Background: an optimization exercise with open tools, aiming at small area and a short achievable clock period. Do not read the settings as production practice. No run shown here included a check of the RTL's function; only the layout flow was run. Power and IR drop assume default switching activity.

==> flow/design.v, too long to show whole: its modules and the start of the top module <==
// module fft_test_core: 3118 lines
module fft_test_core #(
  localparam int IW = 12,
  localparam int OW = 19,
  localparam int AW = 43
) (
  input  logic                 aclk,
  input  logic                 aresetn,
  input  logic [IW-1:0]        input_data_ch1,
  output logic signed [OW-1:0] fft_real,
  output logic signed [OW-1:0] fft_imag,
  output logic [AW-1:0]        amp,
  output logic                 fft_out_valid
);
  // ...
==> flow/flow/run.sh <==
#!/bin/bash
# The standard ORFS layout, with repair_timing aiming for a larger setup slack
# (the clock and constraints stay the design's) and a clock tree without dummy loads.
# Make's full output goes to make.log.
set -euo pipefail
export CTS_ARGS="-sink_clustering_enable -repair_clock_nets -dont_use_dummy_load"
bash standard.sh SETUP_SLACK_MARGIN=${MARGIN:-11} finish > make.log 2>&1
==> flow/standard.sh <==
#!/bin/bash
# synth_recipe.tcl (not shown) runs the flow's synth.tcl, then flattens the netlist and writes it again
# the make line also repeats each setting of config.mk as NAME=value (left out here)
make -C /OpenROAD-flow-scripts/flow DESIGN_CONFIG=/design/flow/config.mk WORK_HOME=/design/flow/orfs CLKGATE_MAP_FILE= SYNTH_SCRIPT=/design/flow/synth_recipe.tcl "${@:-finish}"
==> flow/config.mk <==
export PLATFORM = sky130hd
export DESIGN_NAME = fft_test_core
export DESIGN_NICKNAME = fft_test_core
export VERILOG_FILES = /design/flow/design.v
export SDC_FILE = /design/flow/constraint.sdc
export NUM_CORES = 8
export LEC_CHECK = 0
export CAP_MARGIN = 20
export CORE_MARGIN = 2
export CORE_UTILIZATION = 55
export SLEW_MARGIN = 20
==> flow/constraint.sdc <==
create_clock -name core_clock -period 16.0 [get_ports {aclk}]
set_input_delay 3.2000 -clock core_clock [delete_from_list [all_inputs] [get_ports {aclk}]]
set_output_delay 3.2000 -clock core_clock [all_outputs]
set_load 0.01 [all_outputs]
==> results.cfg, run 1 <==
[status]
status = no timing/DRC/antenna violations

[finish]
inverters = 1004
area_growth_pct = 10.3
utilization_pct = 61.0
buffers = 285
final_common_cell = dfxtp_1
final_cells = 12100

[synthesis]
synthFlopType = dfxtp_1
synth_top_family_by_area = adder cells
avgSynthCellArea_um2 = 11.4
ys_top_cells_by_area = dfxtp_1 (45%), fa_1 (18%), mux2_2 (5.8%), and2_1 (4.7%), inv_1 (3.5%)
ys_seq_area_share_pct = 47.9
ys_ff_latch = 2545

[placement]
routabilityCongestion = 0.990
hpwl_mm = 236

[worst_setup_path]
reg2reg_depth = 17
path_delay_family = simple AND/OR/NAND/NOR gates
critical_path_buf_inv_count = 3
path_cells = or4_4, buf_12, buf_4, nand2_1, and3_1, inv_1, fa_1, ha_1, nor2b_1, o21ai_1, a21boi_2, o21a_2, o21a_1, o21ai_4, a31oi_4, or3_4, a31o_2

[grt]
grt_overflow = 0
met1_usage_pct = 45.9
grtUsageTotal_pct = 32.7

[pwr]
p_total_w = 0.0113

[detailed_routing]
wl_met3_mm = 22.8
via_count = 68300
met1_length_mm = 141

[worst_hold_path]
min-delay-start = r0[430]
hp-class = reg2reg

[clocking]
clock_sinks = 2545
htreeDepth = 4
cts_tree = built

[sta]
min_period_ns = 4.97

[floorplanning]
io_pins = 96

[flow_run]
max_cap_violations = 0
==> run 2: changes to the inputs <==
--- a/flow/design.v
+++ b/flow/design.v
@@ -11,18 +11,23 @@
   output logic [AW-1:0]        amp,
   output logic                 fft_out_valid
 );
   logic [8:0] tau;
   always_ff @(posedge aclk or negedge aresetn) begin
     if (!aresetn) tau <= '0;
     else          tau <= (tau == 9'd319) ? 9'd0 : tau + 9'd1;
   end
-  logic signed [IW-1:0] din_r;
-  always_ff @(posedge aclk) din_r <= {~input_data_ch1[IW-1], input_data_ch1[IW-2:0]};
+  logic signed [IW-1:0] din_r, din_rr, cap0, cap1;
+  always_ff @(posedge aclk) begin
+    din_r  <= {~input_data_ch1[IW-1], input_data_ch1[IW-2:0]};
+    din_rr <= din_r;
+  end
+  assign cap0 = tau[0] ? din_r : din_rr;
+  assign cap1 = tau[0] ? din_rr : din_r;
   logic [31:0][33:0] r0, r1, r0_n, r1_n;
   logic [8:0] tau_n, tau_w;
   assign tau_n = (tau == 9'd319) ? 9'd0 : tau + 9'd1;
   assign tau_w = tau_n - 9'd2;
   logic is0_0, wb0_0, is0_1, wb0_1, is1_0, wb1_0, is1_1, wb1_1, is2_0, wb2_0, is2_1, wb2_1, is3_0, wb3_0, is3_1, wb3_1, is4_0, wb4_0, is4_1, wb4_1, is5_1, wb5_1, issq, sq_sub, out_ph, out_sub;
   logic [4:0] m;
   always_ff @(posedge aclk or negedge aresetn) begin
     if (!aresetn) begin
@@ -3033,58 +3038,44 @@
   assign bot_re = aw[16:0]  + ~pa_re + ~pb_re + 17'd1 + {16'd0, ~c16_re};
   assign bot_im = aw[33:17] + ~pa_im + ~pb_im + 17'd1 + {16'd0, ~c16_im};
   always_comb begin
     for (int q = 0; q < 32; q++) begin
       r0_n[q] = r0[(q + 1) % 32];
       r1_n[q] = r1[(q + 1) % 32];
     end
     if (wb2_0) r0_n[1] = {bot_im, bot_re};
-    if (tau == 9'd5 || tau == 9'd23) r0_n[2][11:0] = din_r;
+    if (tau == 9'd5 || tau == 9'd23 || tau == 9'd38 || tau == 9'd56) r0_n[2][11:0] = cap0;
     if (wb0_0) r0_n[3] = {top_im, top_re};
-    else if (tau == 9'd37 || tau == 9'd55) r0_n[3][11:0] = din_r;
     if (wb0_0) r0_n[4] = {bot_im, bot_re};
     if (wb3_0) r0_n[5] = {bot_im, bot_re};
-    if (tau == 9'd11) r0_n[8][11:0] = din_r;
-    if (tau == 9'd43) r0_n[9][11:0] = din_r;
-    if (tau == 9'd3 || tau == 9'd15 || tau == 9'd25) r0_n[12][11:0] = din_r;
+    if (tau == 9'd11 || tau == 9'd44) r0_n[8][11:0] = cap0;
+    if (tau == 9'd3 || tau == 9'd15 || tau == 9'd25 || tau == 9'd36 || tau == 9'd48 || tau == 9'd58) r0_n[12][11:0] = cap0;
     if (wb4_0) r0_n[13] = {bot_im, bot_re};
-    else if (tau == 9'd35 || tau == 9'd47 || tau == 9'd57) r0_n[13][11:0] = din_r;
-    if (tau == 9'd7 || tau == 9'd17 || tau == 9'd29) r0_n[16][11:0] = din_r;
-    if (tau == 9'd39 || tau == 9'd49 || tau == 9'd61) r0_n[17][11:0] = din_r;
-    if (tau == 9'd21) r0_n[20][11:0] = din_r;
-    if (tau == 9'd53) r0_n[21][11:0] = din_r;
-    if (tau == 9'd9 || tau == 9'd27) r0_n[26][11:0] = din_r;
-    if (tau == 9'd41 || tau == 9'd59) r0_n[27][11:0] = din_r;
+    if (tau == 9'd7 || tau == 9'd17 || tau == 9'd29 || tau == 9'd40 || tau == 9'd50 || tau == 9'd62) r0_n[16][11:0] = cap0;
+    if (tau == 9'd21 || tau == 9'd54) r0_n[20][11:0] = cap0;
+    if (tau == 9'd9 || tau == 9'd27 || tau == 9'd42 || tau == 9'd60) r0_n[26][11:0] = cap0;
     if (wb1_0 | wb2_0 | wb3_0 | wb4_0) r0_n[29] = {top_im, top_re};
-    if (tau == 9'd1 || tau == 9'd13 || tau == 9'd19 || tau == 9'd31) r0_n[30][11:0] = din_r;
+    if (tau == 9'd1 || tau == 9'd13 || tau == 9'd19 || tau == 9'd31 || tau == 9'd34 || tau == 9'd46 || tau == 9'd52 || tau == 9'd64) r0_n[30][11:0] = cap0;
     if (wb1_0) r0_n[31] = {bot_im, bot_re};
-    else if (tau == 9'd33 || tau == 9'd45 || tau == 9'd51 || tau == 9'd63) r0_n[31][11:0] = din_r;
     if (wb0_1) r1_n[0] = {top_im, top_re};
     if (wb0_1) r1_n[1] = {bot_im, bot_re};
-    else if (tau == 9'd6 || tau == 9'd24) r1_n[1][11:0] = din_r;
-    if (tau == 9'd38 || tau == 9'd56) r1_n[2][11:0] = din_r;
-    if (tau == 9'd12) r1_n[7][11:0] = din_r;
-    if (tau == 9'd44) r1_n[8][11:0] = din_r;
-    if (tau == 9'd4 || tau == 9'd16 || tau == 9'd26) r1_n[11][11:0] = din_r;
-    if (tau == 9'd36 || tau == 9'd48 || tau == 9'd58) r1_n[12][11:0] = din_r;
+    else if (tau == 9'd6 || tau == 9'd24 || tau == 9'd39 || tau == 9'd57) r1_n[1][11:0] = cap1;
+    if (tau == 9'd12 || tau == 9'd45) r1_n[7][11:0] = cap1;
+    if (tau == 9'd4 || tau == 9'd16 || tau == 9'd26 || tau == 9'd37 || tau == 9'd49 || tau == 9'd59) r1_n[11][11:0] = cap1;
     if (wb4_1) r1_n[13] = {top_im, top_re};
-    if (tau == 9'd8 || tau == 9'd18 || tau == 9'd30) r1_n[15][11:0] = din_r;
-    if (tau == 9'd40 || tau == 9'd50 || tau == 9'd62) r1_n[16][11:0] = din_r;
-    if (tau == 9'd22) r1_n[19][11:0] = din_r;
-    if (tau == 9'd54) r1_n[20][11:0] = din_r;
+    if (tau == 9'd8 || tau == 9'd18 || tau == 9'd30 || tau == 9'd41 || tau == 9'd51 || tau == 9'd63) r1_n[15][11:0] = cap1;
+    if (tau == 9'd22 || tau == 9'd55) r1_n[19][11:0] = cap1;
     if (wb3_1) r1_n[21] = {top_im, top_re};
     if (wb2_1) r1_n[25] = {top_im, top_re};
-    else if (tau == 9'd10 || tau == 9'd28) r1_n[25][11:0] = din_r;
-    if (tau == 9'd42 || tau == 9'd60) r1_n[26][11:0] = din_r;
+    else if (tau == 9'd10 || tau == 9'd28 || tau == 9'd43 || tau == 9'd61) r1_n[25][11:0] = cap1;
     if (wb1_1) r1_n[27] = {top_im, top_re};
     if (wb1_1 | wb2_1 | wb3_1 | wb4_1) r1_n[29] = {bot_im, bot_re};
     else if (wb5_1) r1_n[29] = {p_im, p_re};
-    else if (tau == 9'd2 || tau == 9'd14 || tau == 9'd20 || tau == 9'd32) r1_n[29][11:0] = din_r;
-    if (tau == 9'd34 || tau == 9'd46 || tau == 9'd52 || tau == 9'd64) r1_n[30][11:0] = din_r;
+    else if (tau == 9'd2 || tau == 9'd14 || tau == 9'd20 || tau == 9'd32 || tau == 9'd35 || tau == 9'd47 || tau == 9'd53 || tau == 9'd65) r1_n[29][11:0] = cap1;
   end
   always_ff @(posedge aclk) begin
     r0 <= r0_n;
     r1 <= r1_n;
   end
   logic signed [17:0] xo_re, xo_im;
   always_comb begin
     if (!out_sub) begin
==> flow/flow/run.sh (replaced) <==
#!/bin/bash
# The standard ORFS layout, with repair_timing aiming for a larger setup slack
# (the clock and constraints stay the design's) and a clock tree without dummy loads.
# Make's full output goes to make.log.
set -euo pipefail
export CTS_ARGS="-sink_clustering_enable -repair_clock_nets -dont_use_dummy_load -sink_clustering_size 30 -sink_clustering_max_diameter 50"
bash standard.sh SETUP_SLACK_MARGIN=${MARGIN:-11} finish > make.log 2>&1
==> run 2 against run 1 <==
Effect of this change:
- die area shrank 2.1%
- critical endpoint is now tim_b[21]
- still clean on timing, DRC and antenna
- synthesized cell count shrank 2.0%
- largest power group unchanged
- total power shrank 6.5%
- largest cell class unchanged
- utilization shrank 0.18 points
==> results.cfg, run 2 <==
[synthesis]
ys_top_cells_by_area = dfxtp_1 (46%), fa_1 (18%), and2_1 (4.8%), mux2_2 (3.9%), ha_1 (3.4%)
synth_edf_count = 0
avgSynthCellArea_um2 = 11.4
syn_area_um2 = 105000
async_reset_ff_share_pct = 4.42
muxShareOfSynthArea_pct = 4.41
synth_top_area_share_pct = 46.5
yosysTopAreaCell = dfxtp_1
yosys.area_share.simple_pct = 10.8
synth_cell_types = 95
synthXorXnorAreaFrac_pct = 2.13
synthTopCellsByCount = dfxtp_1 (2,444), inv_1 (955), fa_1 (953)
synth_most_common_cell = dfxtp_1
synth_warnings = 1
synth_top_family_by_area = adder cells
synthFlopType = dfxtp_1
synth_compound_area_share_pct = 7.17
synthCells = 9225
ys_ff_latch = 2557
synth_fa_ha_area_share_pct = 21.5
ys_seq_area_share_pct = 49.2

[sta]
finalSetupTns_ns = 0
relSlewSlack_pct = 26.1
finClkSkew_ns = 0.141
slew_viol_final = 0
worst_slack_ns = 10.99
tightest_slew_ns = 1.10
fmax_mhz = 200
period_share_pct = 31.3
setup_viol = 0
rsz0062_at_grt = true
min_period_ns = 5.01
finalHoldViolations = 0

[clocking]
ctsLongestPathBuffers = 3
cts_tree = built
cts_buffers = 182
clock_sinks = 2557
cts-root-buf = clkbuf_16
htreeDepth = 4
clk_pin_slew_ns = 0.07
clk_latency_ns = 0.88

[worst_setup_path]
worstPathRequired_ns = 16.69
path_max_fanout = 10
r2r_slack_ns = 10.99
critPathKind = reg2reg
start_kind = register
worstPathArrival_ns = 5.70
endpoint_kind = register

[grt]
grt_pass1_wl_mm = 445
grt_max_degree = 92
grtUsageMet2_pct = 47.9
grt_pass1_vias = 66400
grtUsageTotal_pct = 31.5
grt_busiest_layer = met2
met1_usage_pct = 45.3
antenna_found_initial = 26
global_route.usage.met3_pct = 4.60
grt_overflow = 0

[placement]
io_buffers = 88
hpwl_mm = 223
routabilityCongestion = 0.991
pre_cts_slack_ns = 10.16
place_area_um2 = 109000

[status]
status = no timing/DRC/antenna violations

[pwr]
peakVddDrop_v = 0.000112
power_density_nw_per_um2 = 91.5
p_total_w = 0.0106
cellLeakagePower_nw = 48.4

[flow_run]
max_cap_violations = 0

[floorplanning]
core-area_um2 = 190000
die_area_um2 = 195000
die_w_um = 442
fp.dieH_um = 442
rows = 160
io_pins = 96
start_util_pct = 55.4

[finish]
drive_above_1_share_pct = 11.2
stdcell_area_um2 = 116000
top_regs = r0 x1088, r1 x1088
final_common_cell = dfxtp_1
final_cell_mix = dfxtp_1 (2,377), inv_1 (949), fa_1 (910), and2_1 (801), nand2_1 (513)
final_nets = 10600
utilization_pct = 60.8
area_growth_pct = 9.79

[detailed_routing]
routed_wl_mm = 308
dr.pass1.iters = 7
via_count = 65800
routedWlPerCell_um = 25.9
drcViolationCount = 0
drt_iter0_drc = 5636
antenna_left = 0
viasPerCell = 5.53

[worst_hold_path]
hp-class = reg2reg
-- run 2: cell count changes after synthesis, sizes merged, moves of 19 or more --
cell,delta
a21oi,+98
buf,-35
inv,-46
mux2,-189
mux2i,-48
nand2,-61
nand2b,+19
nor2,+106
nor2b,-21
o21a,+20
-- run 2: what timing repair did --
action | in CTS | in global routing
resized for setup | 206 | 119
buffers inserted | 49 | 68
pin swaps | 42 | 78
gates cloned | 3 | 6
hold buffers | 0 | 0
setup endpoints to repair | 371 | 249
-- run 2: metal layers --
layer	vias to the layer above	part of all wire, %
met5	-	0.015
met4	8	4.7
met3	561	6.8
met2	2264	44
met1	33300	45
li1	29600	-
-- run 2: through the flow --
stage               instances  hold WS [ns]
global route            11900         0.276
floorplan                9231         0.310
finish                  11900         0.273
global placement        11600         0.309
CTS                     11800         0.269
detailed placement      11600         0.312
-- run 2: logic make-up (layout without fill, tap and decap cells) --
group,after synthesis,in the layout
other,1,26
and+or+nand+nor,2218,2219
buffers and inverters,1326,1461
AOI/OAI and AO/OA,1211,1211
muxes,418,418
DFF,2557,2557
adders and majority gates,1241,1241
xor gates and xnor gates,253,253
-- run 2: cell type report --
class	count	area, um2
fillers	15600	74600
flip-flops and latches	2557	52000
multi-input cells	5349	49300
clock buffers	182	4550
inverters	957	3590
well taps	2511	3140
repair buffers	322	2990
diodes	19	47.5
-- run 2: where the power goes --
| group | internal, W | switching (W) | leakage [nW] |
|---|---|---|---|
| logic | 0.0000307 | 0.0000547 | 24.6 |
| registers | 0.00644 | 0.0000298 | 21.6 |
| clock network | 0.00199 | 0.00203 | 2.24 |
| total | 0.00846 | 0.00211 | 48.4 |
-- run 2: worst max-delay path: stages, from the launching register on --
cell	delay (ns)
dfxtp_2	0.32
buf_12	0.14
and2_4	0.15
fa_1	0.50
inv_2	0.05
fa_1	0.51
fa_1	0.55
fa_2	0.39
fa_1	0.58
fa_2	0.48
buf_6	0.15
fa_1	0.54
inv_1	0.06
fa_2	0.50
-- run 2: path summary, 6_finish.rpt --
check                             start             to  depth (start not counted)
worst max-delay path             os[13]      tim_b[21]                         13
worst min-delay path            r1[987]        r1[953]                          0
worst min register to register  r1[987]        r1[953]                          0
min in group asynchronous       aresetn  fft_out_valid                          1
max in group asynchronous       aresetn          wb2_1                          2
worst max register to register   os[13]      tim_b[21]                         13
==> run 3: changes to the inputs <==
==> flow/flow/run.sh (replaced) <==
#!/bin/bash
# The standard ORFS layout, with repair_timing aiming for a larger setup slack
# (the clock and constraints stay the design's) and a clock tree without dummy loads.
# Make's full output goes to make.log.
set -euo pipefail
export CTS_ARGS="-sink_clustering_enable -repair_clock_nets -dont_use_dummy_load -sink_clustering_size 25 -sink_clustering_max_diameter 70"
bash standard.sh SETUP_SLACK_MARGIN=${MARGIN:-11} finish > make.log 2>&1
==> run 3 against run 2 <==
Effect of this change:
- still clean on timing, DRC and antenna
- hold slack improved by 0.0094 ns
- utilization fell by 0.40 points
- sequential power barely moved
- non-clock buffer count rose by 16
- total power fell by 4.2%
- design area fell by 0.66%
- die area did not move
- via count fell by 0.22%
- synthesized cell count did not move
- maximum frequency barely moved
- critical endpoint is now r0[1002]
==> results.cfg, run 3 <==
[sta]
setup_viol = 0
worst_slack_ns = 11.00
fmax_mhz = 200
rsz0062_at_grt = true
relSlewSlack_pct = 22.3
tightest_slew_ns = 1.16
finalHoldViolations = 0
min_period_ns = 5.00
finalSetupTns_ns = 0
finClkSkew_ns = 0.141
period_share_pct = 31.3
slew_viol_final = 0

[worst_hold_path]
hp-class = reg2reg

[finish]
multi_input_area_um2 = 49200
final_cell_mix = dfxtp_1 (2,375), inv_1 (948), fa_1 (906), and2_1 (803), nand2_1 (513)
stdcell_area_um2 = 115000
drive_above_1_share_pct = 11.1
final_nets = 10600
seq_area_um2 = 52000
final_cells = 11900
fillers = 15600
final_common_cell = dfxtp_1
area_growth_pct = 9.07
utilization_pct = 60.4
top_regs = r0 x1088, r1 x1088

[detailed_routing]
drcViolationCount = 0
drt_iter0_drc = 5275
viasPerCell = 5.53
antenna_left = 0
via_count = 65600
routedWlPerCell_um = 25.9
routed_wl_mm = 308
dr.pass1.iters = 5

[clocking]
clk_pin_slew_ns = 0.09
cts_buffers = 147
htreeDepth = 4
cts_tree = built
clk_latency_ns = 0.85
cts_hold_buf = 0
clock_sinks = 2557
cts-root-buf = clkbuf_16
ctsLongestPathBuffers = 3

[placement]
place_area_um2 = 109000
hpwl_mm = 223
dp_cells = 11600
routabilityCongestion = 0.991
pre_cts_slack_ns = 10.16
io_buffers = 88

[grt]
grt_max_degree = 92
antenna_found_initial = 31
grt_pass1_vias = 66300
grt_pass1_wl_mm = 442
grtUsageTotal_pct = 31.3
grt_overflow = 0

[worst_setup_path]
endpoint_kind = register
critPathKind = reg2reg
worstPathRequired_ns = 16.69
worstPathArrival_ns = 5.70
start_kind = register
path_max_fanout = 7

[synthesis]
ys_ff_latch = 2557
syn_area_um2 = 105000
synth_edf_count = 0
synthCells = 9225
ys_top_cells_by_area = dfxtp_1 (46%), fa_1 (18%), and2_1 (4.8%), mux2_2 (3.9%), ha_1 (3.4%)
avgSynthCellArea_um2 = 11.4
synthFlopType = dfxtp_1
yosysTopAreaCell = dfxtp_1
synth_cell_types = 95
synth_warnings = 1
synth_top_area_share_pct = 46.5
async_reset_ff_share_pct = 4.42
synth_most_common_cell = dfxtp_1
ys_seq_area_share_pct = 49.2
synthTopCellsByCount = dfxtp_1 (2,444), inv_1 (955), fa_1 (953)

[floorplanning]
fp.dieH_um = 442
start_util_pct = 55.4
die_area_um2 = 195000
io_pins = 96
core-area_um2 = 190000
rows = 160
die_w_um = 442

[pwr]
cellLeakagePower_nw = 48.0
peakVddDrop_v = 0.000144
power_density_nw_per_um2 = 88.2

[flow_run]
max_cap_violations = 0

[status]
status = no timing/DRC/antenna violations
## run 3: timing repair
item	4_1_cts	5_1_grt
pin swaps	45	78
setup buffers	44	90
gates resized for setup	200	124
setup endpoints to repair	347	229
gates cloned	2	6
## run 3: cells by family (layout without fill, tap and decap cells)
kind of cell,count (synthesis),count (layout),share of synthesized area (%)
muxes,418,418,4.41
xor gates and xnor gates,253,253,2.13
DFF,2557,2557,49.2
AOI/OAI and AO/OA,1211,1211,7.17
buffers and inverters,1326,1442,4.78
and+or+nand+nor,2218,2219,10.8
other,1,22,0.00356
adders and majority gates,1241,1241,21.5
## run 3: cell type report
class	instances	share of cell area, %
Timing Repair Buffer	338	2.73
Multi-Input combinational cell	5349	42.9
Tap cell	2511	2.74
Clock buffer	147	3.20
Antenna cell	15	0.0327
Sequential cell	2557	45.3
Inverter	957	3.13
## run 3: power by group
part	total, W	internal, W	switching [W]	leakage, nW
Sequential	0.00646	0.00643	0.0000299	21.6
Combinational	0.0000856	0.0000307	0.0000549	24.6
Clock	0.00358	0.00163	0.00195	1.81
Total	0.0101	0.00809	0.00204	48.0
## run 3: stage by stage
| step | power [W] | hold slack (ns) |
|---|---|---|
| floorplan | 0.00665 | 0.310 |
| global placement | 0.00670 | 0.309 |
| detailed placement | 0.00670 | 0.312 |
| CTS | 0.0102 | 0.283 |
| global route | 0.0105 | 0.281 |
| finish | 0.0101 | 0.282 |
## run 3: layer usage
metal / routed length [um] / up-vias / GRT usage [%]
li1: - / 29600 / -
met1: 136000 / 33200 / 44.3
met2: 134000 / 2282 / 47.1
met3: 22400 / 551 / 5.73
met4: 15400 / 10 / 13.8
met5: 62 / - / 0
## run 3: final timing paths
kind                                to  slack (ns)     from  depth (start not counted)
max                           r0[1002]       11.00    wb1_0                         19
min                            r0[821]        0.28  r0[855]                          0
max reg2reg                   r0[1002]       11.00    wb1_0                         19
min reg2reg                    r0[821]        0.28  r0[855]                          0
max in group asynchronous        wb2_1       12.20  aresetn                          2
min in group asynchronous  fft_real[1]        2.36  aresetn                          1
## run 3: critical path, stage by stage, from the launching register on
cell and delay, ns:
dfrtp_2 0.44, buf_12 0.13, or4_4 0.56, buf_12 0.16
buf_6 0.11, nand2_4 0.08, and4_4 0.24, inv_2 0.04
fa_1 0.44, ha_2 0.20, fa_2 0.35, a21o_1 0.17
a21o_1 0.21, a2111oi_4 0.47, o211ai_1 0.30, nand2_1 0.18
o2111ai_2 0.12, a21oi_2 0.19, xnor2_2 0.16, mux2_4 0.29

==> afterwards: timing with drivers on the ports <==
In the flow no input, the clock included, has a driving cell. The finished layouts below were timed again as built, in two steps.
Step 1 sets driving cells, clkbuf_16 on the clock port and buf_2 on the other inputs (assumed; they add their load-dependent delay and slew).
Step 2 moves the port delays by t, midway between the first and last clock arrival at a register: inputs arrive t later, outputs are due t later. That takes back most of the time a late clock gives input paths.
Slacks: ideal ports / drivers / drivers and shift; pairs: ideal ports / drivers.
run | t (ns) | setup slack, ns | worst data-port slew with drivers (ns) | cell pins on the clock port's net
run 1 | 0.912 | 11.029 / 10.972 / 11.029 | 0.04 | 1
run 2 | 0.892 | 10.994 / 10.966 / 10.994 | 0.04 | 1
run 3 | 0.869 | 10.995 / 10.955 / 10.995 | 0.04 | 1
After both steps setup and hold are still met in every run listed.
